This is an optimization exercise on Yosys and OpenROAD, whose aim is small area, not a production implementation. Function was checked by simulation only, so behaviour that the tests miss may differ from the original.

===== flow/config.mk =====
export PLATFORM = sky130hd
export DESIGN_NAME = snakeArenaTop
export DESIGN_NICKNAME = snakeArenaTop
export VERILOG_FILES = /design/flow/design.v
export SDC_FILE = /design/flow/constraint.sdc
export NUM_CORES = 4
export LEC_CHECK = 0
export CAP_MARGIN = 20
export CORE_MARGIN = 2
export CORE_UTILIZATION = 40
export CTS_BUF_LIST = sky130_fd_sc_hd__clkbuf_4
export SLEW_MARGIN = 20
export SYNTH_HIERARCHICAL = 1

===== flow/flow/run.sh =====
#!/bin/bash
# The standard layout, with each port buffered by the smallest buffer
# (buf_1) instead of the one buffer_ports picks by default.
set -euo pipefail
export BUFFER_PORTS_ARGS="-buffer_cell sky130_fd_sc_hd__buf_1"
bash standard.sh > standard.log 2>&1

===== flow/standard.sh =====
#!/bin/bash
# synth_recipe.tcl (not shown) runs the flow's synth.tcl, then flattens the netlist and writes it again
# the make line also repeats each setting of config.mk as NAME=value (left out here)
make -C /OpenROAD-flow-scripts/flow DESIGN_CONFIG=/design/flow/config.mk WORK_HOME=/design/flow/orfs CLKGATE_MAP_FILE= SYNTH_SCRIPT=/design/flow/synth_recipe.tcl "${@:-finish}"

===== flow/constraint.sdc =====
create_clock -name core_clock -period 14.0 [get_ports {vga_clk}]
set_input_delay 2.8000 -clock core_clock [delete_from_list [all_inputs] [get_ports {vga_clk}]]
set_output_delay 2.8000 -clock core_clock [all_outputs]
set_load 0.01 [all_outputs]

===== flow/design.v =====
package snakeArenaPkg;
	typedef logic [9:0] coordT;
	typedef logic [1:0] healthT;
	typedef union packed {
		struct packed {
			logic [3:0] red;
			logic [3:0] green;
			logic [3:0] blue;
		} ch;
		logic [11:0] raw;
	} pixelColor;
	localparam int SPRITE_HALF = 12;
	localparam logic [11:0] TRANSPARENT_KEY = 12'hF0F;
	localparam int HEART_HALF = 8;
	localparam coordT HEART_ROW_Y = 10'd470;
	localparam int NUM_HEARTS = 3;
	localparam logic [29:0] HEART1_X = {10'd43, 10'd28, 10'd13};
	localparam logic [29:0] HEART2_X = {10'd627, 10'd612, 10'd597};
	localparam logic [11:0] HEART_COLOR = 12'hF00;
	localparam logic [11:0] VENOM_COLOR = 12'h000;
endpackage
`timescale 1ns/1ps
import snakeArenaPkg::*;
module spriteHitTest #(
	parameter int NUM_VENOMS = 3
) (
	input  snakeArenaPkg::coordT     drawX,
	input  snakeArenaPkg::coordT     drawY,
	input  snakeArenaPkg::coordT     snake1X,
	input  snakeArenaPkg::coordT     snake1Y,
	input  snakeArenaPkg::coordT     snake2X,
	input  snakeArenaPkg::coordT     snake2Y,
	input  logic [NUM_VENOMS*10-1:0]     venomX,
	input  logic [NUM_VENOMS*10-1:0]     venomY,
	input  logic [NUM_VENOMS*10-1:0]     venomR,
	input  logic [NUM_VENOMS-1:0] venomActive,
	input  snakeArenaPkg::pixelColor snake1Pixel,
	input  snakeArenaPkg::pixelColor snake2Pixel,
	output logic      snake1On,
	output logic      snake2On,
	output logic [NUM_VENOMS-1:0] venomOn
);
	snakeArenaPkg::coordT nx;
	snakeArenaPkg::coordT ny;
	assign nx = ~drawX;
	assign ny = ~drawY;
	logic s1x, s1y, s2x, s2y;
	headAxis i_s1x (.np(nx), .c(snake1X), .near(s1x));
	headAxis i_s1y (.np(ny), .c(snake1Y), .near(s1y));
	headAxis i_s2x (.np(nx), .c(snake2X), .near(s2x));
	headAxis i_s2y (.np(ny), .c(snake2Y), .near(s2y));
	assign snake1On = s1x && s1y && (snake1Pixel.raw != TRANSPARENT_KEY);
	assign snake2On = s2x && s2y && (snake2Pixel.raw != TRANSPARENT_KEY);
	for (genvar i = 0; i < NUM_VENOMS; i++) begin : gVenom
		logic hit;
		venomCircle i_circle (
			.nx(nx), .ny(ny),
			.cx(venomX[10*i +: 10]), .cy(venomY[10*i +: 10]), .r(venomR[10*i +: 10]),
			.hit(hit)
		);
		assign venomOn[i] = venomActive[i] && hit;
	end
endmodule
module headAxis (
	input  logic [9:0] np,
	input  logic [9:0] c,
	output logic       near
);
	logic [10:1] k;
	logic [9:0] d;
	logic neg;
	assign d[0] = ~(c[0] ^ np[0]);
	assign k[1] = c[0] | np[0];
	for (genvar i = 1; i < 10; i++) begin : gBit
		fullAdd u_fa (.a(c[i]), .b(np[i]), .c(k[i]), .s(d[i]), .co(k[i+1]));
	end
	assign neg = ~k[10];
	assign near = neg ? ((&d[9:4]) && (d[3:0] >= 4'd5)) :
		(~(|d[9:4]) && (d[3:0] <= 4'd12));
endmodule
module fullAdd (
	input  logic a,
	input  logic b,
	input  logic c,
	output logic s,
	output logic co
);
	assign s = a ^ b ^ c;
	assign co = (a & b) | (a & c) | (b & c);
endmodule
module norCell (
	input  logic a,
	input  logic b,
	output logic y
);
	assign y = ~(a | b);
endmodule
module nandCell (
	input  logic a,
	input  logic b,
	output logic y
);
	assign y = ~(a & b);
endmodule
module venomCircle (
	input  logic [9:0] nx,
	input  logic [9:0] ny,
	input  logic [9:0] cx,
	input  logic [9:0] cy,
	input  logic [9:0] r,
	output logic       hit
);
	logic [9:0] rn;
	assign rn = ~r;
	logic tx_1;
	logic kx_2;
	logic fs3;
	logic fc4;
	logic fs5;
	logic fc6;
	logic fs7;
	logic fc8;
	logic fs9;
	logic fc10;
	logic fs11;
	logic fc12;
	logic fs13;
	logic fc14;
	logic fs15;
	logic fc16;
	logic fs17;
	logic fc18;
	logic fs19;
	logic fc20;
	logic ty_21;
	logic ky_22;
	logic fs23;
	logic fc24;
	logic fs25;
	logic fc26;
	logic fs27;
	logic fc28;
	logic fs29;
	logic fc30;
	logic fs31;
	logic fc32;
	logic fs33;
	logic fc34;
	logic fs35;
	logic fc36;
	logic fs37;
	logic fc38;
	logic fs39;
	logic fc40;
	logic rp41;
	logic rp42;
	logic rp43;
	logic rp44;
	logic rp45;
	logic rp46;
	logic rp47;
	logic rp48;
	logic rp49;
	logic rp50;
	logic rp51;
	logic rp52;
	logic rp53;
	logic rp54;
	logic rp55;
	logic rp56;
	logic rp57;
	logic rp58;
	logic rp59;
	logic rp60;
	logic rp61;
	logic rp62;
	logic rp63;
	logic rp64;
	logic rp65;
	logic rp66;
	logic rp67;
	logic rp68;
	logic rp69;
	logic rp70;
	logic rp71;
	logic rp72;
	logic rp73;
	logic rp74;
	logic rp75;
	logic rp76;
	logic rp77;
	logic rp78;
	logic rp79;
	logic rp80;
	logic rp81;
	logic rp82;
	logic rp83;
	logic rp84;
	logic rp85;
	logic tnx_86;
	logic tnx_87;
	logic tnx_88;
	logic tnx_89;
	logic tnx_90;
	logic tnx_91;
	logic tnx_92;
	logic tnx_93;
	logic tnx_94;
	logic tnx_95;
	logic tp96;
	logic tp97;
	logic tp98;
	logic tp99;
	logic tp100;
	logic tp101;
	logic tp102;
	logic tp103;
	logic tp104;
	logic tp105;
	logic tp106;
	logic tp107;
	logic tp108;
	logic tp109;
	logic tp110;
	logic tp111;
	logic tp112;
	logic tp113;
	logic tp114;
	logic tp115;
	logic tp116;
	logic tp117;
	logic tp118;
	logic tp119;
	logic tp120;
	logic tp121;
	logic tp122;
	logic tp123;
	logic tp124;
	logic tp125;
	logic tp126;
	logic tp127;
	logic tp128;
	logic tp129;
	logic tp130;
	logic tp131;
	logic tp132;
	logic tp133;
	logic tp134;
	logic tp135;
	logic tp136;
	logic tp137;
	logic tp138;
	logic tp139;
	logic tp140;
	logic sp141;
	logic sp142;
	logic sp143;
	logic sp144;
	logic sp145;
	logic sp146;
	logic sp147;
	logic sp148;
	logic sp149;
	logic tny_150;
	logic tny_151;
	logic tny_152;
	logic tny_153;
	logic tny_154;
	logic tny_155;
	logic tny_156;
	logic tny_157;
	logic tny_158;
	logic tny_159;
	logic tp160;
	logic tp161;
	logic tp162;
	logic tp163;
	logic tp164;
	logic tp165;
	logic tp166;
	logic tp167;
	logic tp168;
	logic tp169;
	logic tp170;
	logic tp171;
	logic tp172;
	logic tp173;
	logic tp174;
	logic tp175;
	logic tp176;
	logic tp177;
	logic tp178;
	logic tp179;
	logic tp180;
	logic tp181;
	logic tp182;
	logic tp183;
	logic tp184;
	logic tp185;
	logic tp186;
	logic tp187;
	logic tp188;
	logic tp189;
	logic tp190;
	logic tp191;
	logic tp192;
	logic tp193;
	logic tp194;
	logic tp195;
	logic tp196;
	logic tp197;
	logic tp198;
	logic tp199;
	logic tp200;
	logic tp201;
	logic tp202;
	logic tp203;
	logic tp204;
	logic sp205;
	logic sp206;
	logic sp207;
	logic sp208;
	logic sp209;
	logic sp210;
	logic sp211;
	logic sp212;
	logic sp213;
	logic mc214;
	logic fs215;
	logic fc216;
	logic fs217;
	logic fc218;
	logic fs219;
	logic fc220;
	logic fs221;
	logic fc222;
	logic fs223;
	logic fc224;
	logic fs225;
	logic fc226;
	logic fs227;
	logic fc228;
	logic fs229;
	logic fc230;
	logic fs231;
	logic fc232;
	logic fs233;
	logic fc234;
	logic fs235;
	logic fc236;
	logic fs237;
	logic fc238;
	logic fs239;
	logic fc240;
	logic fs241;
	logic fc242;
	logic fs243;
	logic fc244;
	logic fs245;
	logic fc246;
	logic fs247;
	logic fc248;
	logic fs249;
	logic fc250;
	logic fs251;
	logic fc252;
	logic fs253;
	logic fc254;
	logic fs255;
	logic fc256;
	logic fs257;
	logic fc258;
	logic fs259;
	logic fc260;
	logic fs261;
	logic fc262;
	logic fs263;
	logic fc264;
	logic fs265;
	logic fc266;
	logic fs267;
	logic fc268;
	logic fs269;
	logic fc270;
	logic fs271;
	logic fc272;
	logic fs273;
	logic fc274;
	logic fs275;
	logic fc276;
	logic fs277;
	logic fc278;
	logic fs279;
	logic fc280;
	logic fs281;
	logic fc282;
	logic fs283;
	logic fc284;
	logic fs285;
	logic fc286;
	logic fs287;
	logic fc288;
	logic fs289;
	logic fc290;
	logic fs291;
	logic fc292;
	logic fs293;
	logic fc294;
	logic fs295;
	logic fc296;
	logic fs297;
	logic fc298;
	logic fs299;
	logic fc300;
	logic fs301;
	logic fc302;
	logic fs303;
	logic fc304;
	logic fs305;
	logic fc306;
	logic fs307;
	logic fc308;
	logic fs309;
	logic fc310;
	logic fs311;
	logic fc312;
	logic fs313;
	logic fc314;
	logic fs315;
	logic fc316;
	logic fs317;
	logic fc318;
	logic fs319;
	logic fc320;
	logic fs321;
	logic fc322;
	logic fs323;
	logic fc324;
	logic fs325;
	logic fc326;
	logic fs327;
	logic fc328;
	logic fs329;
	logic fc330;
	logic fs331;
	logic fc332;
	logic fs333;
	logic fc334;
	logic fs335;
	logic fc336;
	logic fs337;
	logic fc338;
	logic fs339;
	logic fc340;
	logic fs341;
	logic fc342;
	logic fs343;
	logic fc344;
	logic fs345;
	logic fc346;
	logic fs347;
	logic fc348;
	logic fs349;
	logic fc350;
	logic fs351;
	logic fc352;
	logic fs353;
	logic fc354;
	logic fs355;
	logic fc356;
	logic fs357;
	logic fc358;
	logic fs359;
	logic fc360;
	logic fs361;
	logic fc362;
	logic fs363;
	logic fc364;
	logic fs365;
	logic fc366;
	logic fs367;
	logic fc368;
	logic fs369;
	logic fc370;
	logic fs371;
	logic fc372;
	logic fs373;
	logic fc374;
	logic fs375;
	logic fc376;
	logic fs377;
	logic fc378;
	logic fs379;
	logic fc380;
	logic fs381;
	logic fc382;
	logic fs383;
	logic fc384;
	logic fs385;
	logic fc386;
	logic fs387;
	logic fc388;
	logic fs389;
	logic fc390;
	logic fs391;
	logic fc392;
	logic mc393;
	logic fs394;
	logic fc395;
	logic fs396;
	logic fc397;
	logic fs398;
	logic fc399;
	logic fs400;
	logic fc401;
	logic fs402;
	logic fc403;
	logic fs404;
	logic fc405;
	logic fs406;
	logic fc407;
	logic fs408;
	logic fc409;
	logic fs410;
	logic fc411;
	logic fs412;
	logic fc413;
	logic fs414;
	logic fc415;
	logic fs416;
	logic fc417;
	logic fs418;
	logic fc419;
	logic fs420;
	logic fc421;
	logic fs422;
	logic fc423;
	logic ac424;
	logic fs425;
	logic fc426;
	logic fs427;
	logic fc428;
	logic fs429;
	logic fc430;
	logic fs431;
	logic fc432;
	logic fs433;
	logic fc434;
	logic fs435;
	logic fc436;
	logic fs437;
	logic fc438;
	logic fs439;
	logic fc440;
	logic fs441;
	logic fc442;
	logic fs443;
	logic fc444;
	logic fs445;
	logic fc446;
	logic fs447;
	logic fc448;
	logic mc449;
	logic fs450;
	logic fc451;
	logic fs452;
	logic fc453;
	logic fs454;
	logic fc455;
	logic fs456;
	logic fc457;
	logic fs458;
	logic fc459;
	logic fs460;
	logic fc461;
	logic fs462;
	logic fc463;
	logic fs464;
	logic fc465;
	logic fs466;
	logic fc467;
	logic fs468;
	logic fc469;
	logic fs470;
	logic fc471;
	logic fs472;
	logic fc473;
	logic mc474;
	logic fs475;
	logic fc476;
	logic fs477;
	logic fc478;
	logic fs479;
	logic fc480;
	logic fs481;
	logic fc482;
	logic fs483;
	logic fc484;
	logic fs485;
	logic fc486;
	logic fs487;
	logic fc488;
	logic fs489;
	logic fc490;
	logic fs491;
	logic fc492;
	logic mc493;
	logic fs494;
	logic fc495;
	logic fs496;
	logic fc497;
	logic fs498;
	logic fc499;
	logic fs500;
	logic fc501;
	logic fs502;
	logic fc503;
	logic fs504;
	logic fc505;
	logic fs506;
	logic fc507;
	logic fs508;
	logic fc509;
	logic fs510;
	logic fc511;
	logic mc512;
	logic fs513;
	logic fc514;
	logic fs515;
	logic fc516;
	logic fs517;
	logic fc518;
	logic fs519;
	logic fc520;
	logic fs521;
	logic fc522;
	logic fs523;
	logic fc524;
	logic mc525;
	logic fs526;
	logic fc527;
	logic fs528;
	logic fc529;
	logic fs530;
	logic fc531;
	logic fs532;
	logic fc533;
	logic fs534;
	logic fc535;
	logic fs536;
	logic fc537;
	logic mc538;
	logic fs539;
	logic fc540;
	logic fs541;
	logic fc542;
	logic fs543;
	logic fc544;
	logic mc545;
	logic fs546;
	logic fc547;
	logic fs548;
	logic fc549;
	logic ac550;
	logic s551;
	assign tx_1 = ~(cx[0] ^ nx[0]);
	assign kx_2 = cx[0] | nx[0];
	fullAdd u4 (.a(cx[1]), .b(nx[1]), .c(kx_2), .s(fs3), .co(fc4));
	fullAdd u6 (.a(cx[2]), .b(nx[2]), .c(fc4), .s(fs5), .co(fc6));
	fullAdd u8 (.a(cx[3]), .b(nx[3]), .c(fc6), .s(fs7), .co(fc8));
	fullAdd u10 (.a(cx[4]), .b(nx[4]), .c(fc8), .s(fs9), .co(fc10));
	fullAdd u12 (.a(cx[5]), .b(nx[5]), .c(fc10), .s(fs11), .co(fc12));
	fullAdd u14 (.a(cx[6]), .b(nx[6]), .c(fc12), .s(fs13), .co(fc14));
	fullAdd u16 (.a(cx[7]), .b(nx[7]), .c(fc14), .s(fs15), .co(fc16));
	fullAdd u18 (.a(cx[8]), .b(nx[8]), .c(fc16), .s(fs17), .co(fc18));
	fullAdd u20 (.a(cx[9]), .b(nx[9]), .c(fc18), .s(fs19), .co(fc20));
	assign ty_21 = ~(cy[0] ^ ny[0]);
	assign ky_22 = cy[0] | ny[0];
	fullAdd u24 (.a(cy[1]), .b(ny[1]), .c(ky_22), .s(fs23), .co(fc24));
	fullAdd u26 (.a(cy[2]), .b(ny[2]), .c(fc24), .s(fs25), .co(fc26));
	fullAdd u28 (.a(cy[3]), .b(ny[3]), .c(fc26), .s(fs27), .co(fc28));
	fullAdd u30 (.a(cy[4]), .b(ny[4]), .c(fc28), .s(fs29), .co(fc30));
	fullAdd u32 (.a(cy[5]), .b(ny[5]), .c(fc30), .s(fs31), .co(fc32));
	fullAdd u34 (.a(cy[6]), .b(ny[6]), .c(fc32), .s(fs33), .co(fc34));
	fullAdd u36 (.a(cy[7]), .b(ny[7]), .c(fc34), .s(fs35), .co(fc36));
	fullAdd u38 (.a(cy[8]), .b(ny[8]), .c(fc36), .s(fs37), .co(fc38));
	fullAdd u40 (.a(cy[9]), .b(ny[9]), .c(fc38), .s(fs39), .co(fc40));
	norCell u41 (.a(rn[0]), .b(rn[1]), .y(rp41));
	norCell u42 (.a(rn[0]), .b(rn[2]), .y(rp42));
	norCell u43 (.a(rn[0]), .b(rn[3]), .y(rp43));
	norCell u44 (.a(rn[0]), .b(rn[4]), .y(rp44));
	norCell u45 (.a(rn[0]), .b(rn[5]), .y(rp45));
	norCell u46 (.a(rn[0]), .b(rn[6]), .y(rp46));
	norCell u47 (.a(rn[0]), .b(rn[7]), .y(rp47));
	norCell u48 (.a(rn[0]), .b(rn[8]), .y(rp48));
	norCell u49 (.a(rn[0]), .b(rn[9]), .y(rp49));
	norCell u50 (.a(rn[1]), .b(rn[2]), .y(rp50));
	norCell u51 (.a(rn[1]), .b(rn[3]), .y(rp51));
	norCell u52 (.a(rn[1]), .b(rn[4]), .y(rp52));
	norCell u53 (.a(rn[1]), .b(rn[5]), .y(rp53));
	norCell u54 (.a(rn[1]), .b(rn[6]), .y(rp54));
	norCell u55 (.a(rn[1]), .b(rn[7]), .y(rp55));
	norCell u56 (.a(rn[1]), .b(rn[8]), .y(rp56));
	norCell u57 (.a(rn[1]), .b(rn[9]), .y(rp57));
	norCell u58 (.a(rn[2]), .b(rn[3]), .y(rp58));
	norCell u59 (.a(rn[2]), .b(rn[4]), .y(rp59));
	norCell u60 (.a(rn[2]), .b(rn[5]), .y(rp60));
	norCell u61 (.a(rn[2]), .b(rn[6]), .y(rp61));
	norCell u62 (.a(rn[2]), .b(rn[7]), .y(rp62));
	norCell u63 (.a(rn[2]), .b(rn[8]), .y(rp63));
	norCell u64 (.a(rn[2]), .b(rn[9]), .y(rp64));
	norCell u65 (.a(rn[3]), .b(rn[4]), .y(rp65));
	norCell u66 (.a(rn[3]), .b(rn[5]), .y(rp66));
	norCell u67 (.a(rn[3]), .b(rn[6]), .y(rp67));
	norCell u68 (.a(rn[3]), .b(rn[7]), .y(rp68));
	norCell u69 (.a(rn[3]), .b(rn[8]), .y(rp69));
	norCell u70 (.a(rn[3]), .b(rn[9]), .y(rp70));
	norCell u71 (.a(rn[4]), .b(rn[5]), .y(rp71));
	norCell u72 (.a(rn[4]), .b(rn[6]), .y(rp72));
	norCell u73 (.a(rn[4]), .b(rn[7]), .y(rp73));
	norCell u74 (.a(rn[4]), .b(rn[8]), .y(rp74));
	norCell u75 (.a(rn[4]), .b(rn[9]), .y(rp75));
	norCell u76 (.a(rn[5]), .b(rn[6]), .y(rp76));
	norCell u77 (.a(rn[5]), .b(rn[7]), .y(rp77));
	norCell u78 (.a(rn[5]), .b(rn[8]), .y(rp78));
	norCell u79 (.a(rn[5]), .b(rn[9]), .y(rp79));
	norCell u80 (.a(rn[6]), .b(rn[7]), .y(rp80));
	norCell u81 (.a(rn[6]), .b(rn[8]), .y(rp81));
	norCell u82 (.a(rn[6]), .b(rn[9]), .y(rp82));
	norCell u83 (.a(rn[7]), .b(rn[8]), .y(rp83));
	norCell u84 (.a(rn[7]), .b(rn[9]), .y(rp84));
	norCell u85 (.a(rn[8]), .b(rn[9]), .y(rp85));
	assign tnx_86 = ~tx_1;
	assign tnx_87 = ~fs3;
	assign tnx_88 = ~fs5;
	assign tnx_89 = ~fs7;
	assign tnx_90 = ~fs9;
	assign tnx_91 = ~fs11;
	assign tnx_92 = ~fs13;
	assign tnx_93 = ~fs15;
	assign tnx_94 = ~fs17;
	assign tnx_95 = ~fs19;
	nandCell u96 (.a(tx_1), .b(fs3), .y(tp96));
	nandCell u97 (.a(tx_1), .b(fs5), .y(tp97));
	nandCell u98 (.a(tx_1), .b(fs7), .y(tp98));
	nandCell u99 (.a(tx_1), .b(fs9), .y(tp99));
	nandCell u100 (.a(tx_1), .b(fs11), .y(tp100));
	nandCell u101 (.a(tx_1), .b(fs13), .y(tp101));
	nandCell u102 (.a(tx_1), .b(fs15), .y(tp102));
	nandCell u103 (.a(tx_1), .b(fs17), .y(tp103));
	nandCell u104 (.a(tx_1), .b(fs19), .y(tp104));
	nandCell u105 (.a(fs3), .b(fs5), .y(tp105));
	nandCell u106 (.a(fs3), .b(fs7), .y(tp106));
	nandCell u107 (.a(fs3), .b(fs9), .y(tp107));
	nandCell u108 (.a(fs3), .b(fs11), .y(tp108));
	nandCell u109 (.a(fs3), .b(fs13), .y(tp109));
	nandCell u110 (.a(fs3), .b(fs15), .y(tp110));
	nandCell u111 (.a(fs3), .b(fs17), .y(tp111));
	nandCell u112 (.a(fs3), .b(fs19), .y(tp112));
	nandCell u113 (.a(fs5), .b(fs7), .y(tp113));
	nandCell u114 (.a(fs5), .b(fs9), .y(tp114));
	nandCell u115 (.a(fs5), .b(fs11), .y(tp115));
	nandCell u116 (.a(fs5), .b(fs13), .y(tp116));
	nandCell u117 (.a(fs5), .b(fs15), .y(tp117));
	nandCell u118 (.a(fs5), .b(fs17), .y(tp118));
	nandCell u119 (.a(fs5), .b(fs19), .y(tp119));
	nandCell u120 (.a(fs7), .b(fs9), .y(tp120));
	nandCell u121 (.a(fs7), .b(fs11), .y(tp121));
	nandCell u122 (.a(fs7), .b(fs13), .y(tp122));
	nandCell u123 (.a(fs7), .b(fs15), .y(tp123));
	nandCell u124 (.a(fs7), .b(fs17), .y(tp124));
	nandCell u125 (.a(fs7), .b(fs19), .y(tp125));
	nandCell u126 (.a(fs9), .b(fs11), .y(tp126));
	nandCell u127 (.a(fs9), .b(fs13), .y(tp127));
	nandCell u128 (.a(fs9), .b(fs15), .y(tp128));
	nandCell u129 (.a(fs9), .b(fs17), .y(tp129));
	nandCell u130 (.a(fs9), .b(fs19), .y(tp130));
	nandCell u131 (.a(fs11), .b(fs13), .y(tp131));
	nandCell u132 (.a(fs11), .b(fs15), .y(tp132));
	nandCell u133 (.a(fs11), .b(fs17), .y(tp133));
	nandCell u134 (.a(fs11), .b(fs19), .y(tp134));
	nandCell u135 (.a(fs13), .b(fs15), .y(tp135));
	nandCell u136 (.a(fs13), .b(fs17), .y(tp136));
	nandCell u137 (.a(fs13), .b(fs19), .y(tp137));
	nandCell u138 (.a(fs15), .b(fs17), .y(tp138));
	nandCell u139 (.a(fs15), .b(fs19), .y(tp139));
	nandCell u140 (.a(fs17), .b(fs19), .y(tp140));
	norCell u141 (.a(fc20), .b(tnx_86), .y(sp141));
	norCell u142 (.a(fc20), .b(tnx_87), .y(sp142));
	norCell u143 (.a(fc20), .b(tnx_88), .y(sp143));
	norCell u144 (.a(fc20), .b(tnx_89), .y(sp144));
	norCell u145 (.a(fc20), .b(tnx_90), .y(sp145));
	norCell u146 (.a(fc20), .b(tnx_91), .y(sp146));
	norCell u147 (.a(fc20), .b(tnx_92), .y(sp147));
	norCell u148 (.a(fc20), .b(tnx_93), .y(sp148));
	norCell u149 (.a(fc20), .b(tnx_94), .y(sp149));
	assign tny_150 = ~ty_21;
	assign tny_151 = ~fs23;
	assign tny_152 = ~fs25;
	assign tny_153 = ~fs27;
	assign tny_154 = ~fs29;
	assign tny_155 = ~fs31;
	assign tny_156 = ~fs33;
	assign tny_157 = ~fs35;
	assign tny_158 = ~fs37;
	assign tny_159 = ~fs39;
	nandCell u160 (.a(ty_21), .b(fs23), .y(tp160));
	nandCell u161 (.a(ty_21), .b(fs25), .y(tp161));
	nandCell u162 (.a(ty_21), .b(fs27), .y(tp162));
	nandCell u163 (.a(ty_21), .b(fs29), .y(tp163));
	nandCell u164 (.a(ty_21), .b(fs31), .y(tp164));
	nandCell u165 (.a(ty_21), .b(fs33), .y(tp165));
	nandCell u166 (.a(ty_21), .b(fs35), .y(tp166));
	nandCell u167 (.a(ty_21), .b(fs37), .y(tp167));
	nandCell u168 (.a(ty_21), .b(fs39), .y(tp168));
	nandCell u169 (.a(fs23), .b(fs25), .y(tp169));
	nandCell u170 (.a(fs23), .b(fs27), .y(tp170));
	nandCell u171 (.a(fs23), .b(fs29), .y(tp171));
	nandCell u172 (.a(fs23), .b(fs31), .y(tp172));
	nandCell u173 (.a(fs23), .b(fs33), .y(tp173));
	nandCell u174 (.a(fs23), .b(fs35), .y(tp174));
	nandCell u175 (.a(fs23), .b(fs37), .y(tp175));
	nandCell u176 (.a(fs23), .b(fs39), .y(tp176));
	nandCell u177 (.a(fs25), .b(fs27), .y(tp177));
	nandCell u178 (.a(fs25), .b(fs29), .y(tp178));
	nandCell u179 (.a(fs25), .b(fs31), .y(tp179));
	nandCell u180 (.a(fs25), .b(fs33), .y(tp180));
	nandCell u181 (.a(fs25), .b(fs35), .y(tp181));
	nandCell u182 (.a(fs25), .b(fs37), .y(tp182));
	nandCell u183 (.a(fs25), .b(fs39), .y(tp183));
	nandCell u184 (.a(fs27), .b(fs29), .y(tp184));
	nandCell u185 (.a(fs27), .b(fs31), .y(tp185));
	nandCell u186 (.a(fs27), .b(fs33), .y(tp186));
	nandCell u187 (.a(fs27), .b(fs35), .y(tp187));
	nandCell u188 (.a(fs27), .b(fs37), .y(tp188));
	nandCell u189 (.a(fs27), .b(fs39), .y(tp189));
	nandCell u190 (.a(fs29), .b(fs31), .y(tp190));
	nandCell u191 (.a(fs29), .b(fs33), .y(tp191));
	nandCell u192 (.a(fs29), .b(fs35), .y(tp192));
	nandCell u193 (.a(fs29), .b(fs37), .y(tp193));
	nandCell u194 (.a(fs29), .b(fs39), .y(tp194));
	nandCell u195 (.a(fs31), .b(fs33), .y(tp195));
	nandCell u196 (.a(fs31), .b(fs35), .y(tp196));
	nandCell u197 (.a(fs31), .b(fs37), .y(tp197));
	nandCell u198 (.a(fs31), .b(fs39), .y(tp198));
	nandCell u199 (.a(fs33), .b(fs35), .y(tp199));
	nandCell u200 (.a(fs33), .b(fs37), .y(tp200));
	nandCell u201 (.a(fs33), .b(fs39), .y(tp201));
	nandCell u202 (.a(fs35), .b(fs37), .y(tp202));
	nandCell u203 (.a(fs35), .b(fs39), .y(tp203));
	nandCell u204 (.a(fs37), .b(fs39), .y(tp204));
	norCell u205 (.a(fc40), .b(tny_150), .y(sp205));
	norCell u206 (.a(fc40), .b(tny_151), .y(sp206));
	norCell u207 (.a(fc40), .b(tny_152), .y(sp207));
	norCell u208 (.a(fc40), .b(tny_153), .y(sp208));
	norCell u209 (.a(fc40), .b(tny_154), .y(sp209));
	norCell u210 (.a(fc40), .b(tny_155), .y(sp210));
	norCell u211 (.a(fc40), .b(tny_156), .y(sp211));
	norCell u212 (.a(fc40), .b(tny_157), .y(sp212));
	norCell u213 (.a(fc40), .b(tny_158), .y(sp213));
	assign mc214 = (r[0] & tnx_86) | (r[0] & tny_150) | (tnx_86 & tny_150);
	fullAdd u216 (.a(r[1]), .b(rp41), .c(mc214), .s(fs215), .co(fc216));
	fullAdd u218 (.a(tnx_87), .b(tny_151), .c(tp96), .s(fs217), .co(fc218));
	fullAdd u220 (.a(tp160), .b(fs215), .c(fs217), .s(fs219), .co(fc220));
	fullAdd u222 (.a(rp42), .b(fc216), .c(tp97), .s(fs221), .co(fc222));
	fullAdd u224 (.a(tp161), .b(fc218), .c(fc220), .s(fs223), .co(fc224));
	fullAdd u226 (.a(fs219), .b(fs221), .c(fs223), .s(fs225), .co(fc226));
	fullAdd u228 (.a(r[2]), .b(rp43), .c(rp50), .s(fs227), .co(fc228));
	fullAdd u230 (.a(fs227), .b(tnx_88), .c(tny_152), .s(fs229), .co(fc230));
	fullAdd u232 (.a(tp105), .b(tp169), .c(fs229), .s(fs231), .co(fc232));
	fullAdd u234 (.a(tp98), .b(tp162), .c(fc222), .s(fs233), .co(fc234));
	fullAdd u236 (.a(fs231), .b(fc224), .c(fs233), .s(fs235), .co(fc236));
	fullAdd u238 (.a(fc226), .b(fs225), .c(fs235), .s(fs237), .co(fc238));
	fullAdd u240 (.a(rp44), .b(rp51), .c(fc228), .s(fs239), .co(fc240));
	fullAdd u242 (.a(fs239), .b(fc230), .c(tp106), .s(fs241), .co(fc242));
	fullAdd u244 (.a(tp170), .b(fc232), .c(tp99), .s(fs243), .co(fc244));
	fullAdd u246 (.a(tp163), .b(fc234), .c(fs241), .s(fs245), .co(fc246));
	fullAdd u248 (.a(fc236), .b(fs243), .c(fs245), .s(fs247), .co(fc248));
	fullAdd u250 (.a(fc238), .b(fs237), .c(fs247), .s(fs249), .co(fc250));
	fullAdd u252 (.a(r[3]), .b(rp45), .c(rp52), .s(fs251), .co(fc252));
	fullAdd u254 (.a(rp58), .b(fs251), .c(fc240), .s(fs253), .co(fc254));
	fullAdd u256 (.a(fs253), .b(tnx_89), .c(tny_153), .s(fs255), .co(fc256));
	fullAdd u258 (.a(tp113), .b(tp177), .c(fs255), .s(fs257), .co(fc258));
	fullAdd u260 (.a(tp107), .b(tp171), .c(fc242), .s(fs259), .co(fc260));
	fullAdd u262 (.a(fs257), .b(tp100), .c(tp164), .s(fs261), .co(fc262));
	fullAdd u264 (.a(fc244), .b(fc246), .c(fs259), .s(fs263), .co(fc264));
	fullAdd u266 (.a(fc248), .b(fs261), .c(fs263), .s(fs265), .co(fc266));
	fullAdd u268 (.a(fc250), .b(fs249), .c(fs265), .s(fs267), .co(fc268));
	fullAdd u270 (.a(rp46), .b(rp53), .c(rp59), .s(fs269), .co(fc270));
	fullAdd u272 (.a(fc252), .b(fs269), .c(fc254), .s(fs271), .co(fc272));
	fullAdd u274 (.a(fs271), .b(fc256), .c(tp114), .s(fs273), .co(fc274));
	fullAdd u276 (.a(tp178), .b(fc258), .c(tp108), .s(fs275), .co(fc276));
	fullAdd u278 (.a(tp172), .b(fc260), .c(fs273), .s(fs277), .co(fc278));
	fullAdd u280 (.a(tp101), .b(tp165), .c(fc262), .s(fs279), .co(fc280));
	fullAdd u282 (.a(fc264), .b(fs275), .c(fs277), .s(fs281), .co(fc282));
	fullAdd u284 (.a(fc266), .b(fs279), .c(fs281), .s(fs283), .co(fc284));
	fullAdd u286 (.a(fc268), .b(fs267), .c(fs283), .s(fs285), .co(fc286));
	fullAdd u288 (.a(r[4]), .b(rp47), .c(rp54), .s(fs287), .co(fc288));
	fullAdd u290 (.a(rp60), .b(rp65), .c(fc270), .s(fs289), .co(fc290));
	fullAdd u292 (.a(fs287), .b(fs289), .c(fc272), .s(fs291), .co(fc292));
	fullAdd u294 (.a(tnx_90), .b(tny_154), .c(tp120), .s(fs293), .co(fc294));
	fullAdd u296 (.a(tp184), .b(fs291), .c(tp115), .s(fs295), .co(fc296));
	fullAdd u298 (.a(tp179), .b(fc274), .c(fs293), .s(fs297), .co(fc298));
	fullAdd u300 (.a(tp109), .b(tp173), .c(fc276), .s(fs299), .co(fc300));
	fullAdd u302 (.a(fc278), .b(fs295), .c(fs297), .s(fs301), .co(fc302));
	fullAdd u304 (.a(tp102), .b(tp166), .c(fc280), .s(fs303), .co(fc304));
	fullAdd u306 (.a(fc282), .b(fs299), .c(fs301), .s(fs305), .co(fc306));
	fullAdd u308 (.a(fc284), .b(fs303), .c(fs305), .s(fs307), .co(fc308));
	fullAdd u310 (.a(fc286), .b(fs285), .c(fs307), .s(fs309), .co(fc310));
	fullAdd u312 (.a(rp48), .b(rp55), .c(rp61), .s(fs311), .co(fc312));
	fullAdd u314 (.a(rp66), .b(fc288), .c(fs311), .s(fs313), .co(fc314));
	fullAdd u316 (.a(fc290), .b(fs313), .c(fc292), .s(fs315), .co(fc316));
	fullAdd u318 (.a(tp121), .b(tp185), .c(fc294), .s(fs317), .co(fc318));
	fullAdd u320 (.a(fs315), .b(tp116), .c(tp180), .s(fs319), .co(fc320));
	fullAdd u322 (.a(fc296), .b(fc298), .c(fs317), .s(fs321), .co(fc322));
	fullAdd u324 (.a(tp110), .b(tp174), .c(fc300), .s(fs323), .co(fc324));
	fullAdd u326 (.a(fc302), .b(fs319), .c(fs321), .s(fs325), .co(fc326));
	fullAdd u328 (.a(tp103), .b(tp167), .c(fc304), .s(fs327), .co(fc328));
	fullAdd u330 (.a(fc306), .b(fs323), .c(fs325), .s(fs329), .co(fc330));
	fullAdd u332 (.a(fc308), .b(fs327), .c(fs329), .s(fs331), .co(fc332));
	fullAdd u334 (.a(fc310), .b(fs309), .c(fs331), .s(fs333), .co(fc334));
	fullAdd u336 (.a(r[5]), .b(rp49), .c(rp56), .s(fs335), .co(fc336));
	fullAdd u338 (.a(rp62), .b(rp67), .c(rp71), .s(fs337), .co(fc338));
	fullAdd u340 (.a(fc312), .b(fs335), .c(fs337), .s(fs339), .co(fc340));
	fullAdd u342 (.a(fc314), .b(fs339), .c(tnx_91), .s(fs341), .co(fc342));
	fullAdd u344 (.a(tny_155), .b(tp126), .c(tp190), .s(fs343), .co(fc344));
	fullAdd u346 (.a(fc316), .b(fs341), .c(tp122), .s(fs345), .co(fc346));
	fullAdd u348 (.a(tp186), .b(fc318), .c(fs343), .s(fs347), .co(fc348));
	fullAdd u350 (.a(tp117), .b(tp181), .c(fc320), .s(fs349), .co(fc350));
	fullAdd u352 (.a(fc322), .b(fs345), .c(fs347), .s(fs351), .co(fc352));
	fullAdd u354 (.a(tp111), .b(tp175), .c(fc324), .s(fs353), .co(fc354));
	fullAdd u356 (.a(fc326), .b(fs349), .c(fs351), .s(fs355), .co(fc356));
	fullAdd u358 (.a(tp104), .b(tp168), .c(fc328), .s(fs357), .co(fc358));
	fullAdd u360 (.a(fc330), .b(fs353), .c(fs355), .s(fs359), .co(fc360));
	fullAdd u362 (.a(fc332), .b(fs357), .c(fs359), .s(fs361), .co(fc362));
	fullAdd u364 (.a(fc334), .b(fs333), .c(fs361), .s(fs363), .co(fc364));
	fullAdd u366 (.a(rp57), .b(rp63), .c(rp68), .s(fs365), .co(fc366));
	fullAdd u368 (.a(rp72), .b(fc336), .c(fc338), .s(fs367), .co(fc368));
	fullAdd u370 (.a(fs365), .b(fc340), .c(fs367), .s(fs369), .co(fc370));
	fullAdd u372 (.a(fs369), .b(fc342), .c(tp127), .s(fs371), .co(fc372));
	fullAdd u374 (.a(tp191), .b(fc344), .c(tp123), .s(fs373), .co(fc374));
	fullAdd u376 (.a(tp187), .b(fc346), .c(fc348), .s(fs375), .co(fc376));
	fullAdd u378 (.a(fs371), .b(tp118), .c(tp182), .s(fs377), .co(fc378));
	fullAdd u380 (.a(fc350), .b(fc352), .c(fs373), .s(fs379), .co(fc380));
	fullAdd u382 (.a(fs375), .b(tp112), .c(sp141), .s(fs381), .co(fc382));
	fullAdd u384 (.a(tp176), .b(sp205), .c(fc354), .s(fs383), .co(fc384));
	fullAdd u386 (.a(fc356), .b(fs377), .c(fs379), .s(fs385), .co(fc386));
	fullAdd u388 (.a(fc358), .b(fc360), .c(fs381), .s(fs387), .co(fc388));
	fullAdd u390 (.a(fs383), .b(fs385), .c(fc362), .s(fs389), .co(fc390));
	fullAdd u392 (.a(fs387), .b(fc364), .c(fs363), .s(fs391), .co(fc392));
	assign mc393 = fs389 | fs391;
	fullAdd u395 (.a(r[6]), .b(rp64), .c(rp69), .s(fs394), .co(fc395));
	fullAdd u397 (.a(rp73), .b(rp76), .c(fc366), .s(fs396), .co(fc397));
	fullAdd u399 (.a(fs394), .b(fc368), .c(fs396), .s(fs398), .co(fc399));
	fullAdd u401 (.a(fc370), .b(fs398), .c(tnx_92), .s(fs400), .co(fc401));
	fullAdd u403 (.a(tny_156), .b(tp131), .c(tp195), .s(fs402), .co(fc403));
	fullAdd u405 (.a(fs400), .b(tp128), .c(tp192), .s(fs404), .co(fc405));
	fullAdd u407 (.a(fc372), .b(fs402), .c(tp124), .s(fs406), .co(fc407));
	fullAdd u409 (.a(tp188), .b(fc374), .c(fc376), .s(fs408), .co(fc409));
	fullAdd u411 (.a(fs404), .b(tp119), .c(sp142), .s(fs410), .co(fc411));
	fullAdd u413 (.a(tp183), .b(sp206), .c(fc378), .s(fs412), .co(fc413));
	fullAdd u415 (.a(fc380), .b(fs406), .c(fs408), .s(fs414), .co(fc415));
	fullAdd u417 (.a(fc382), .b(fc384), .c(fc386), .s(fs416), .co(fc417));
	fullAdd u419 (.a(fs410), .b(fs412), .c(fs414), .s(fs418), .co(fc419));
	fullAdd u421 (.a(fc388), .b(fs416), .c(fs418), .s(fs420), .co(fc421));
	fullAdd u423 (.a(fc390), .b(fs420), .c(fc392), .s(fs422), .co(fc423));
	assign ac424 = mc393 & fs422;
	fullAdd u426 (.a(rp70), .b(rp74), .c(rp77), .s(fs425), .co(fc426));
	fullAdd u428 (.a(fc395), .b(fs425), .c(fc397), .s(fs427), .co(fc428));
	fullAdd u430 (.a(fc399), .b(fs427), .c(fc401), .s(fs429), .co(fc430));
	fullAdd u432 (.a(tp132), .b(tp196), .c(fc403), .s(fs431), .co(fc432));
	fullAdd u434 (.a(fs429), .b(tp129), .c(tp193), .s(fs433), .co(fc434));
	fullAdd u436 (.a(fc405), .b(fs431), .c(tp125), .s(fs435), .co(fc436));
	fullAdd u438 (.a(sp143), .b(tp189), .c(sp207), .s(fs437), .co(fc438));
	fullAdd u440 (.a(fc407), .b(fc409), .c(fs433), .s(fs439), .co(fc440));
	fullAdd u442 (.a(fc411), .b(fc413), .c(fc415), .s(fs441), .co(fc442));
	fullAdd u444 (.a(fs435), .b(fs437), .c(fs439), .s(fs443), .co(fc444));
	fullAdd u446 (.a(fc417), .b(fc419), .c(fs441), .s(fs445), .co(fc446));
	fullAdd u448 (.a(fs443), .b(fc421), .c(fs445), .s(fs447), .co(fc448));
	assign mc449 = (fs447 & fc423) | (fs447 & ac424) | (fc423 & ac424);
	fullAdd u451 (.a(r[7]), .b(rp75), .c(rp78), .s(fs450), .co(fc451));
	fullAdd u453 (.a(rp80), .b(fc426), .c(fs450), .s(fs452), .co(fc453));
	fullAdd u455 (.a(fs452), .b(fc428), .c(tnx_93), .s(fs454), .co(fc455));
	fullAdd u457 (.a(tny_157), .b(tp135), .c(tp199), .s(fs456), .co(fc457));
	fullAdd u459 (.a(fc430), .b(fs454), .c(tp133), .s(fs458), .co(fc459));
	fullAdd u461 (.a(tp197), .b(fc432), .c(fs456), .s(fs460), .co(fc461));
	fullAdd u463 (.a(tp130), .b(sp144), .c(tp194), .s(fs462), .co(fc463));
	fullAdd u465 (.a(sp208), .b(fc434), .c(fs458), .s(fs464), .co(fc465));
	fullAdd u467 (.a(fs460), .b(fc436), .c(fc438), .s(fs466), .co(fc467));
	fullAdd u469 (.a(fc440), .b(fs462), .c(fs464), .s(fs468), .co(fc469));
	fullAdd u471 (.a(fc442), .b(fc444), .c(fs466), .s(fs470), .co(fc471));
	fullAdd u473 (.a(fs468), .b(fc446), .c(fs470), .s(fs472), .co(fc473));
	assign mc474 = (fc448 & fs472) | (fc448 & mc449) | (fs472 & mc449);
	fullAdd u476 (.a(rp79), .b(rp81), .c(fc451), .s(fs475), .co(fc476));
	fullAdd u478 (.a(fc453), .b(fs475), .c(fc455), .s(fs477), .co(fc478));
	fullAdd u480 (.a(tp136), .b(tp200), .c(fc457), .s(fs479), .co(fc480));
	fullAdd u482 (.a(fs477), .b(tp134), .c(sp145), .s(fs481), .co(fc482));
	fullAdd u484 (.a(tp198), .b(sp209), .c(fc459), .s(fs483), .co(fc484));
	fullAdd u486 (.a(fc461), .b(fs479), .c(fc463), .s(fs485), .co(fc486));
	fullAdd u488 (.a(fc465), .b(fs481), .c(fs483), .s(fs487), .co(fc488));
	fullAdd u490 (.a(fc467), .b(fc469), .c(fs485), .s(fs489), .co(fc490));
	fullAdd u492 (.a(fs487), .b(fc471), .c(fs489), .s(fs491), .co(fc492));
	assign mc493 = (fc473 & fs491) | (fc473 & mc474) | (fs491 & mc474);
	fullAdd u495 (.a(r[8]), .b(rp82), .c(rp83), .s(fs494), .co(fc495));
	fullAdd u497 (.a(fs494), .b(fc476), .c(tnx_94), .s(fs496), .co(fc497));
	fullAdd u499 (.a(tny_158), .b(tp138), .c(tp202), .s(fs498), .co(fc499));
	fullAdd u501 (.a(fc478), .b(fs496), .c(tp137), .s(fs500), .co(fc501));
	fullAdd u503 (.a(sp146), .b(tp201), .c(sp210), .s(fs502), .co(fc503));
	fullAdd u505 (.a(fc480), .b(fs498), .c(fc482), .s(fs504), .co(fc505));
	fullAdd u507 (.a(fc484), .b(fs500), .c(fs502), .s(fs506), .co(fc507));
	fullAdd u509 (.a(fc486), .b(fc488), .c(fs504), .s(fs508), .co(fc509));
	fullAdd u511 (.a(fs506), .b(fc490), .c(fs508), .s(fs510), .co(fc511));
	assign mc512 = (fc492 & fs510) | (fc492 & mc493) | (fs510 & mc493);
	fullAdd u514 (.a(rp84), .b(fc495), .c(fc497), .s(fs513), .co(fc514));
	fullAdd u516 (.a(tp139), .b(sp147), .c(tp203), .s(fs515), .co(fc516));
	fullAdd u518 (.a(sp211), .b(fc499), .c(fs513), .s(fs517), .co(fc518));
	fullAdd u520 (.a(fc501), .b(fc503), .c(fs515), .s(fs519), .co(fc520));
	fullAdd u522 (.a(fs517), .b(fc505), .c(fc507), .s(fs521), .co(fc522));
	fullAdd u524 (.a(fs519), .b(fc509), .c(fs521), .s(fs523), .co(fc524));
	assign mc525 = (fc511 & fs523) | (fc511 & mc512) | (fs523 & mc512);
	fullAdd u527 (.a(r[9]), .b(rp85), .c(tnx_95), .s(fs526), .co(fc527));
	fullAdd u529 (.a(tny_159), .b(tp140), .c(sp148), .s(fs528), .co(fc529));
	fullAdd u531 (.a(tp204), .b(sp212), .c(fc514), .s(fs530), .co(fc531));
	fullAdd u533 (.a(fs526), .b(fc516), .c(fs528), .s(fs532), .co(fc533));
	fullAdd u535 (.a(fc518), .b(fs530), .c(fc520), .s(fs534), .co(fc535));
	fullAdd u537 (.a(fs532), .b(fc522), .c(fs534), .s(fs536), .co(fc537));
	assign mc538 = (fc524 & fs536) | (fc524 & mc525) | (fs536 & mc525);
	fullAdd u540 (.a(sp149), .b(sp213), .c(fc527), .s(fs539), .co(fc540));
	fullAdd u542 (.a(fc529), .b(fc531), .c(fs539), .s(fs541), .co(fc542));
	fullAdd u544 (.a(fc533), .b(fs541), .c(fc535), .s(fs543), .co(fc544));
	assign mc545 = (fc537 & fs543) | (fc537 & mc538) | (fs543 & mc538);
	fullAdd u547 (.a(~((~fc20 & ~fs19))), .b(~((~fc40 & ~fs39))), .c(fc540), .s(fs546), .co(fc547));
	fullAdd u549 (.a(fc542), .b(fs546), .c(fc544), .s(fs548), .co(fc549));
	assign ac550 = fs548 & mc545;
	assign s551 = 1'b1 ^ fc547 ^ fc549 ^ ac550;
	assign hit = s551;
endmodule
`timescale 1ns/1ps
import snakeArenaPkg::*;
module healthTracker #(
	parameter int MAX_HEALTH = 3
) (
	input  snakeArenaPkg::coordT  drawX,
	input  snakeArenaPkg::coordT  drawY,
	input  logic   snake2On,
	input  logic   venomOn,
	input  logic   hitLatch,
	input  snakeArenaPkg::healthT snake2Health,
	input  logic   snake1Won,
	output logic   hitLatchNext,
	output snakeArenaPkg::healthT snake2HealthNext,
	output logic   snake1WonNext
);
	logic hitNow;
	logic frameStart;
	logic lose;
	assign hitNow = snake2On && venomOn;
	assign frameStart = (drawX == '0) && (drawY == '0);
	assign hitLatchNext = frameStart ? hitNow : (hitLatch || hitNow);
	assign lose = frameStart && hitLatch && (snake2Health != '0);
	assign snake2HealthNext = lose ? snake2Health - 1'b1 : snake2Health;
	assign snake1WonNext = snake1Won || (lose && (snake2Health == snakeArenaPkg::healthT'(1)));
endmodule
`timescale 1ns/1ps
import snakeArenaPkg::*;
module heartOverlay #(
	parameter int MAX_HEALTH = 3
) (
	input  snakeArenaPkg::coordT  drawX,
	input  snakeArenaPkg::coordT  drawY,
	input  snakeArenaPkg::healthT snake2Health,
	output logic   heartOn
);
	logic rowOn;
	logic p1On;
	logic p2On;
	logic [5:0] xl;
	assign rowOn = (drawY[9:5] == 5'b01110) && (drawY[4:0] >= 5'd14) && (drawY[4:0] != 5'd31);
	assign xl = drawX[5:0];
	assign p1On = (drawX[9:6] == 4'd0) && (xl >= 6'd5) && (xl <= 6'd51);
	assign p2On = (drawX[9:6] == 4'd9) && (xl <= 6'd59) && (
		(snake2Health == 2'd3) ? (xl >= 6'd13) :
		(snake2Health == 2'd2) ? (xl >= 6'd28) :
		(snake2Health == 2'd1) ? (xl >= 6'd43) : 1'b0);
	assign heartOn = rowOn && (p1On || p2On);
endmodule
`timescale 1ns/1ps
import snakeArenaPkg::*;
module pixelCompositor (
	input  logic       blank,
	input  snakeArenaPkg::pixelColor  bgPixel,
	input  snakeArenaPkg::pixelColor  snake1Pixel,
	input  snakeArenaPkg::pixelColor  snake2Pixel,
	input  logic       snake1On,
	input  logic       snake2On,
	input  logic       venomOn,
	input  logic       heartOn,
	output snakeArenaPkg::pixelColor  nextPix
);
	logic use1, use2, useBg;
	logic passN;
	logic heartN;
	logic [11:0] selN;
	assign use1 = snake1On;
	assign use2 = ~snake1On & snake2On;
	assign useBg = ~snake1On & ~snake2On;
	assign passN = ~blank | heartOn | venomOn;
	assign heartN = ~(blank & heartOn);
	for (genvar b = 0; b < 12; b++) begin : gBit
		pixSel i_sel (
			.e1(use1), .e2(use2), .e3(useBg),
			.a(snake1Pixel.raw[b]), .b(snake2Pixel.raw[b]), .c(bgPixel.raw[b]),
			.yN(selN[b])
		);
		if (HEART_COLOR[b]) begin : gRed
			assign nextPix.raw[b] = ~((selN[b] | passN) & heartN);
		end else begin : gOther
			assign nextPix.raw[b] = ~(selN[b] | passN);
		end
	end
endmodule
module pixSel (
	input  logic e1,
	input  logic e2,
	input  logic e3,
	input  logic a,
	input  logic b,
	input  logic c,
	output logic yN
);
	assign yN = ~((e1 & a) | (e2 & b) | (e3 & c));
endmodule
`timescale 1ns/1ps
import snakeArenaPkg::*;
module snakeArenaTop #(
	parameter int NUM_VENOMS = 3,
	parameter int MAX_HEALTH = 3
) (
	input  logic       vga_clk,
	input  logic       rstN,
	input  snakeArenaPkg::coordT      drawX,
	input  snakeArenaPkg::coordT      drawY,
	input  logic       blank,
	input  snakeArenaPkg::coordT      snake1X,
	input  snakeArenaPkg::coordT      snake1Y,
	input  snakeArenaPkg::coordT      snake2X,
	input  snakeArenaPkg::coordT      snake2Y,
	input  logic [NUM_VENOMS*10-1:0]      venomX,
	input  logic [NUM_VENOMS*10-1:0]      venomY,
	input  logic [NUM_VENOMS*10-1:0]      venomR,
	input  logic [NUM_VENOMS-1:0] venomActive,
	input  snakeArenaPkg::pixelColor  bgPixel,
	input  snakeArenaPkg::pixelColor  snake1Pixel,
	input  snakeArenaPkg::pixelColor  snake2Pixel,
	output logic [3:0] red,
	output logic [3:0] green,
	output logic [3:0] blue,
	output snakeArenaPkg::healthT     snake2Health,
	output logic       snake1Won
);
	logic snake1On;
	logic snake2On;
	logic [NUM_VENOMS-1:0] venomOn;
	logic heartOn;
	spriteHitTest #(
		.NUM_VENOMS(NUM_VENOMS)
	) i_spriteHitTest (
		.drawX(drawX), .drawY(drawY),
		.snake1X(snake1X), .snake1Y(snake1Y),
		.snake2X(snake2X), .snake2Y(snake2Y),
		.venomX(venomX), .venomY(venomY), .venomR(venomR),
		.venomActive(venomActive),
		.snake1Pixel(snake1Pixel), .snake2Pixel(snake2Pixel),
		.snake1On(snake1On), .snake2On(snake2On), .venomOn(venomOn)
	);
	logic anyVenom;
	assign anyVenom = |venomOn;
	logic hitLatch;
	logic hitLatchNext;
	snakeArenaPkg::healthT snake2HealthNext;
	logic snake1WonNext;
	healthTracker #(
		.MAX_HEALTH(MAX_HEALTH)
	) i_healthTracker (
		.drawX(drawX), .drawY(drawY),
		.snake2On(snake2On), .venomOn(anyVenom),
		.hitLatch(hitLatch), .snake2Health(snake2Health), .snake1Won(snake1Won),
		.hitLatchNext(hitLatchNext), .snake2HealthNext(snake2HealthNext),
		.snake1WonNext(snake1WonNext)
	);
	always_ff @(posedge vga_clk or negedge rstN) begin
		if (!rstN) begin
			hitLatch <= 1'b0;
			snake2Health <= snakeArenaPkg::healthT'(MAX_HEALTH);
			snake1Won <= 1'b0;
		end else begin
			hitLatch <= hitLatchNext;
			snake2Health <= snake2HealthNext;
			snake1Won <= snake1WonNext;
		end
	end
	heartOverlay #(
		.MAX_HEALTH(MAX_HEALTH)
	) i_heartOverlay (
		.drawX(drawX), .drawY(drawY),
		.snake2Health(snake2Health), .heartOn(heartOn)
	);
	snakeArenaPkg::pixelColor nextPix;
	snakeArenaPkg::pixelColor outPix;
	pixelCompositor i_pixelCompositor (
		.blank(blank),
		.bgPixel(bgPixel), .snake1Pixel(snake1Pixel), .snake2Pixel(snake2Pixel),
		.snake1On(snake1On), .snake2On(snake2On), .venomOn(anyVenom), .heartOn(heartOn),
		.nextPix(nextPix)
	);
	always_ff @(posedge vga_clk or negedge rstN) begin
		if (!rstN) begin
			outPix.raw <= '0;
		end else begin
			outPix <= nextPix;
		end
	end
	assign red = outPix.ch.red;
	assign green = outPix.ch.green;
	assign blue = outPix.ch.blue;
endmodule

==> results of run 1 <==
layout by cell type, fill, tap and decap left out, drive strengths merged, types with 3 or more instances in the layout:
cell     synthesis  layout
fa             579     579
nand2          285     285
nor2           211     211
buf              1     208
inv            142     142
a21oi           18      18
o21ai           14      14
dfrtp           14      14
ha              12      12
a222oi          12      12
or2              9       9
o21a             8       8
nor3             8       8
nand3            7       7
o22ai            7       7
and3             6       6
nand2b           5       5
nand4            5       5
nor4             5       5
nand4b           4       4
and4b            4       4
nor4b            4       4
a21o             3       3
and2             3       3
maj3             3       3
o2111ai          3       3
a22oi            3       3
a211oi           3       3
xor2             3       3
a221oi           3       3
a2111o           3       3
o211ai           3       3
clkbuf           0       3
cells by family after synthesis:
kind of cell,Yosys count
fa+ha+maj,594
simple gates,564
buf+inv,143
compound gates,86
flops,16
xor+xnor,4
mux,2
routing by layer:
metal	wire length (um)	up-vias	track usage [%]
met5	16	-	0
met4	1620	2	7.09
met3	3480	62	4.82
met2	22900	440	40.0
met1	18300	6182	31.9
li1	-	4777	-
area by class of cell:
type                       instances  share of cell area, %
antenna                            1                 0.0145
clock buffer                       3                  0.131
clock inverter                     1                 0.0218
inverter                         142                   3.10
multi-input combinational       1250                   86.1
sequential                        16                   2.34
tap                              518                   3.77
timing repair buffer             208                   4.58
Yosys stat by module, one instance, submodules excluded, a selection:
module | flops+latches | copies in the design | cells inside | area (sq um)
snakeArenaTop | 16 | 1 | 17 | 409
venomCircle | 0 | 3 | 66 | 333
pixelCompositor | 0 | 1 | 20 | 130
headAxis | 0 | 4 | 13 | 81.3
fullAdd | 0 | 579 | 1 | 20.0
pixSel | 0 | 12 | 1 | 10.0
nandCell | 0 | 270 | 1 | 3.75
norCell | 0 | 189 | 1 | 3.75
critical path, stage by stage:
cell and delay, ps:
buf_1 250, inv_1 230, inv_1 100, ha_1 140
inv_1 50, fa_1 380, fa_1 740, inv_1 160
fa_1 520, fa_1 450, fa_1 570, fa_1 440
fa_1 550, fa_1 440, fa_1 560, fa_1 450
fa_1 540, fa_1 440, fa_1 420, fa_1 440
o21a_1 120, maj3_2 340, a211oi_1 270, o211ai_1 140
and2_1 160, or3_1 510, or3b_1 630, nor2_2 160
worst max path at each step:
stage,slack (ps),start,endpoint,cells past startpoint
CTS,1160,drawY[0],outPix[0],28
floorplan,2180,drawX[0],outPix[0],28
finish,1180,drawY[0],outPix[0],28
global route,790,drawY[0],outPix[4],28
global placement,1070,drawY[0],outPix[2],28
detailed placement,860,drawY[0],outPix[0],28
metrics by stage:
stage / instances / area [sq um] / utilization, % / worst slack, ps / hold slack [ps]
finish: 2139 / 17200 / 44.4 / 1180 / 479
CTS: 2138 / 17200 / 44.4 / 1160 / 483
global placement: 2134 / 17200 / 44.4 / 1070 / 449
floorplan: 1409 / 15800 / - / 2180 / 458
global route: 2139 / 17200 / 44.4 / 790 / 505
detailed placement: 2134 / 17200 / 44.4 / 856 / 459
registers in the layout (all words and copies together) (netlist names):
| name | cells |
|---|---|
| snake1Won | 1 |
| outPix | 12 |
| hitLatch | 1 |
| snake2Health | 2 |
==> impl_metrics.yaml, run 1 <==
cts:
  cts.sinks: 16
  ctsHoldBuffers: 0
  clock_path_buffers: 2
  clkTransAtPathRegs_ps: 100
  clockRootBuffer: "clkbuf_4"
  clk_latency_ps: 280
  cts_tree: "done"
  cts_made_buffers: 3
  htreeDepth: 1
  cts-resized-gates: 0
  cts_setup_buffers: 0
die:
  top_level_ports: 207
  die_w_um: 202
  die_area_sq_um: 41000
  core_area_sq_um: 38700
  start_util_pct: 40.7
  rows: 72
  die_height_um: 202
sta:
  worst_pin_slew_ps: 1020
  rsz0062_at_grt: "false"
  slew_viol_final: 0
  slew_headroom_pct: 31.9
  fin_crit_sh_pct: 91.6
  max_freq_mhz: 78.0
  finClkSkew_ps: 1.14
  tns_ps: 0
  finalSetupViolCount: 0
  hold_viol: 0
  period_minus_slack_ps: 12820
synth:
  postSynthCellCount: 1409
  synth_compound_area_share_pct: 3.90
  synth_most_common_cell: "fa_1"
  netlist-cell-type-count: 51
  yosysTopAreaCellShare_pct: 73.6
  yosys-top-cells-count: "fa_1 (579), nand2_1 (284), nor2_1 (203)"
  ys_async_sr_fraction_pct: 100
  yosys.area_share.simple_pct: 15.0
  synth_area_sq_um: 15800
  ys_seq_area_share_pct: 2.56
  avgSynthCellArea_sq_um: 11.2
  synth-seq-cells: 16
  yosys_warnings: 7
  syn_nets: 2192
  synthAdderAreaFrac_pct: 74.7
  synth_xor_area_share_pct: 0.222
  yosys-top-cells-area: "fa_1 (74%), nand2_1 (6.8%), nor2_1 (4.8%)"
  synthMuxAreaShare_pct: 0.127
  synth_edf_count: 0
  synth_area_leader_cell: "fa_1"
  synth_top_family_by_area: "adder cells"
  synth-main-ff-cell: "dfrtp_1"
cells_and_area:
  nFillCells: 3808
  multi_input_area_sq_um: 14800
  seqCellArea_sq_um: 403
  area_growth_pct: 9.23
  drive_above_1_share_pct: 1.98
  nNetsFinal: 2404
worst_setup_path:
  worstSetupPathType: "in -> reg"
  rrSetupSlack_ps: 12030
  r2r-start: "snake2Health[0]"
  r2r-end: "outPix[0]"
  worstSetupStartpointType: "primary input"
  cp.arrival_ps: 13030
  crit_path_end_kind: "register"
  cp_data_required_time_ps: 14210
  rr_worst_depth: 6
  critPathMaxFanout: 10
placed_design:
  dp_hpwl_um: 41000
  port_buffers: 206
  gp_congestion: 0.883
detailed_routing:
  vias: 11463
  wl_per_cell_um: 21.6
  drt_iter0_drc: 653
  vias_per_cell: 5.36
  dr.pass1.iters: 5
  drc: 0
  drt-total-wl_um: 46300
  postRouteAntennaNets: 0
status:
  status: "complete, no violations"
hold_path:
  min-delay-start: "snake1Won"
  whs_endpoint: "snake1Won"
  min_path_cells: 1
  holdCritPathClass: "reg -> reg"
global_route:
  antenna_found_initial: 2
  grtUsageTotal_pct: 24.0
  grt_overflow: 0
  grt_pass1_vias: 13348
  grt_max_degree: 17
  grt_pass1_wl_um: 74300
job:
  cap_violations: 0
==> run 2: changes to the inputs <==
--- a/flow/design.v
+++ b/flow/design.v
@@ -44,4 +44,4 @@
 	snakeArenaPkg::coordT ny;
-	assign nx = ~drawX;
-	assign ny = ~drawY;
+	assign nx = {~drawX[9:1], drawX[0]};
+	assign ny = {~drawY[9:1], drawY[0]};
 	logic s1x, s1y, s2x, s2y;
@@ -63,2 +63,16 @@
 endmodule
+module xorCell (
+	input  logic a,
+	input  logic b,
+	output logic y
+);
+	assign y = a ^ b;
+endmodule
+module ornCell (
+	input  logic a,
+	input  logic b,
+	output logic y
+);
+	assign y = a | ~b;
+endmodule
 module headAxis (
@@ -71,4 +85,4 @@
 	logic neg;
-	assign d[0] = ~(c[0] ^ np[0]);
-	assign k[1] = c[0] | np[0];
+	xorCell u_s0 (.a(c[0]), .b(np[0]), .y(d[0]));
+	ornCell u_k1 (.a(c[0]), .b(np[0]), .y(k[1]));
 	for (genvar i = 1; i < 10; i++) begin : gBit
@@ -665,4 +679,4 @@
 	logic s551;
-	assign tx_1 = ~(cx[0] ^ nx[0]);
-	assign kx_2 = cx[0] | nx[0];
+	xorCell u2s (.a(cx[0]), .b(nx[0]), .y(tx_1));
+	ornCell u2k (.a(cx[0]), .b(nx[0]), .y(kx_2));
 	fullAdd u4 (.a(cx[1]), .b(nx[1]), .c(kx_2), .s(fs3), .co(fc4));
@@ -676,4 +690,4 @@
 	fullAdd u20 (.a(cx[9]), .b(nx[9]), .c(fc18), .s(fs19), .co(fc20));
-	assign ty_21 = ~(cy[0] ^ ny[0]);
-	assign ky_22 = cy[0] | ny[0];
+	xorCell u22s (.a(cy[0]), .b(ny[0]), .y(ty_21));
+	ornCell u22k (.a(cy[0]), .b(ny[0]), .y(ky_22));
 	fullAdd u24 (.a(cy[1]), .b(ny[1]), .c(ky_22), .s(fs23), .co(fc24));
==> impl_metrics.yaml, run 2 <==
cts:
  htreeDepth: 1
  clock_path_buffers: 2
  cts_setup_buffers: 0
  cts-resized-gates: 0
  clk_latency_ps: 270
  cts_made_buffers: 3
  clockRootBuffer: "clkbuf_4"
  ctsHoldBuffers: 0
  cts.sinks: 16
  clkTransAtPathRegs_ps: 90
  cts_tree: "done"
worst_setup_path:
  critPathMaxFanout: 10
  worstSetupPathType: "in -> reg"
  rrSetupSlack_ps: 12080
  cp_data_required_time_ps: 14210
  r2r-end: "outPix[6]"
  cp.arrival_ps: 12940
  rr_worst_depth: 6
  r2r-start: "snake2Health[0]"
  worstSetupStartpointType: "primary input"
  crit_path_end_kind: "register"
sta:
  slew_viol_final: 0
  finalSetupViolCount: 0
  rsz0062_at_grt: "false"
  max_freq_mhz: 78.5
  hold_viol: 0
  period_minus_slack_ps: 12730
  finClkSkew_ps: 0.610
  slew_headroom_pct: 42.3
  tns_ps: 0
  worst_pin_slew_ps: 866
  hold_ws_ps: 478
  fin_ws_ps: 1270
  fin_crit_sh_pct: 91.0
global_route:
  grt_pass1_wl_um: 72400
  grt_overflow: 0
  grt_max_degree: 17
  grtUsageTotal_pct: 23.4
  grt_pass1_vias: 13172
  antenna_found_initial: 5
detailed_routing:
  met1_length_um: 17400
  wl_met3_um: 3450
  drt_iter0_drc: 686
  vias_per_cell: 5.36
  top_layer: "met5"
  drt-total-wl_um: 45100
  drc: 0
  wl_met2_um: 22200
  postRouteAntennaNets: 0
  dr.pass1.iters: 5
  vias: 11366
  wl_per_cell_um: 21.2
die:
  rows: 72
  die_w_um: 202
  start_util_pct: 40.6
  core_area_sq_um: 38600
  die_area_sq_um: 40800
  die_height_um: 202
  top_level_ports: 207
cells_and_area:
  drive_above_1_share_pct: 3.06
  final_area_sq_um: 17200
  utilization_pct: 44.5
  reg_top3: "outPix x12, snake2Health x2"
  stdcell_count: 2121
  nFillCells: 3748
  largest_register_ffs: 12
  multi_input_area_sq_um: 14900
  nNetsFinal: 2373
  regMostFlops: "outPix"
  final_common_cell: "fa_1"
  final_cell_mix: "fa_1 (579), nand2_1 (280), nor2_1 (207)"
  area_growth_pct: 9.72
  seqCellArea_sq_um: 403
synth:
  synth_area_sq_um: 15700
  synth_area_leader_cell: "fa_1"
  netlist-cell-type-count: 54
  yosysTopAreaCellShare_pct: 73.9
  yosys_warnings: 7
  syn_nets: 2153
  avgSynthCellArea_sq_um: 11.4
  synth-seq-cells: 16
  ys_async_sr_fraction_pct: 100
  synth-main-ff-cell: "dfrtp_1"
  yosys-top-cells-count: "fa_1 (579), nand2_1 (280), nor2_1 (207)"
  synth_edf_count: 0
  yosys-top-cells-area: "fa_1 (74%), nand2_1 (6.7%), nor2_1 (5.0%)"
  postSynthCellCount: 1380
  synth_most_common_cell: "fa_1"
  ys_seq_area_share_pct: 2.57
hold_path:
  holdCritPathClass: "reg -> reg"
  min-delay-start: "snake1Won"
  whs_endpoint: "snake1Won"
  min_path_cells: 1
placed_design:
  gp_congestion: 0.894
  placed_area_sq_um: 17200
  port_buffers: 206
  dp_hpwl_um: 40000
  pre_cts_slack_ps: 911
  place_inst: 2113
status:
  status: "complete, no violations"
job:
  cap_violations: 0
==> run 2: worst max path at each step <==
stage	depth (start not counted)	end	start	slack (ps)
after floorplan	25	outPix[0]	drawX[1]	2280
after global placement	25	outPix[6]	drawY[1]	1060
after detailed placement	25	outPix[2]	drawX[1]	910
after CTS	25	outPix[6]	drawX[1]	1200
after global routing	25	outPix[5]	drawX[1]	820
final	25	outPix[2]	drawX[1]	1270
==> run 2: layout make-up <==
cell class                      count  share of cell area [%]
Tap cell                          518                    3.77
Multi-Input combinational cell   1253                    86.3
Timing Repair Buffer              216                    4.93
Antenna cell                        4                  0.0582
Clock buffer                        4                   0.174
Sequential cell                    16                    2.34
Inverter                          110                    2.40
==> run 2: critical path: stages <==
cell and delay (ps):
buf_1 200, inv_1 310, fa_1 500, fa_1 770
inv_1 160, fa_1 540, fa_1 450, fa_1 570
fa_1 440, fa_1 550, fa_1 450, fa_1 550
fa_1 450, fa_1 550, fa_1 440, fa_1 420
fa_1 440, o21a_1 120, maj3_2 330, a211oi_1 260
o211ai_1 170, and2_1 170, or3_1 500, or3b_1 610
nor2_2 160
==> run 2: cell families after synthesis <==
kind of cell,share of synthesized area [%]
adders and majority gates,74.5
AOI/OAI and AO/OA,4.08
and+or+nand+nor,15.3
xor gates and xnor gates,0.782
muxes,0.128
DFF,2.57
buffers and inverters,2.70
==> run 2: per-module statistics from Yosys (local to each module, per instance), excerpt <==
module           cells inside  times used
snakeArenaTop              17           1
norCell                     1         189
nandCell                    1         270
fullAdd                     1         579
ornCell                     1          10
pixSel                      1          12
xorCell                     1          10
pixelCompositor            20           1
venomCircle                57           3
headAxis                    8           4
==> run 2: routing by layer <==
| layer | track usage (%) | vias to the layer above |
|---|---|---|
| met4 | 8.48 | 2 |
| met2 | 38.9 | 441 |
| met5 | 0 | - |
| met3 | 4.58 | 87 |
| met1 | 30.6 | 6106 |
| li1 | - | 4730 |

[static timing again, ports no longer ideal]
The flow's constraints put no driver on any port. The routed layouts listed below were extracted and timed again, unchanged, in two steps. Step 1: set_driving_cell puts a clkbuf_16 on vga_clk and a buf_2 on each other input, an assumption about the parent block. Step 2 times the ports against the registers' clock, not the clock port: input delays grow and output delays shrink by t, the midpoint of the rising clock arrivals with the driver on. Three values: no drivers, after step 1, after step 2; two values: the first two.
| run | t, ns | slack for setup (ns) | worst setup path after step 2 | slew at the worst register clock pin (ns) | cell pins on the clock port's net |
|---|---|---|---|---|---|
| run 1 | 0.302 | 1.183 / 1.151 / 0.849 | input to register | 0.10 / 0.10 | 1 |
| run 2 | 0.292 | 1.267 / 1.265 / 0.973 | input to register | 0.09 / 0.09 | 1 |
After both steps every run listed still meets setup and hold. The setup slack of run 1, which loses most, moves by -0.032 ns with the drivers and by -0.334 ns with both steps.
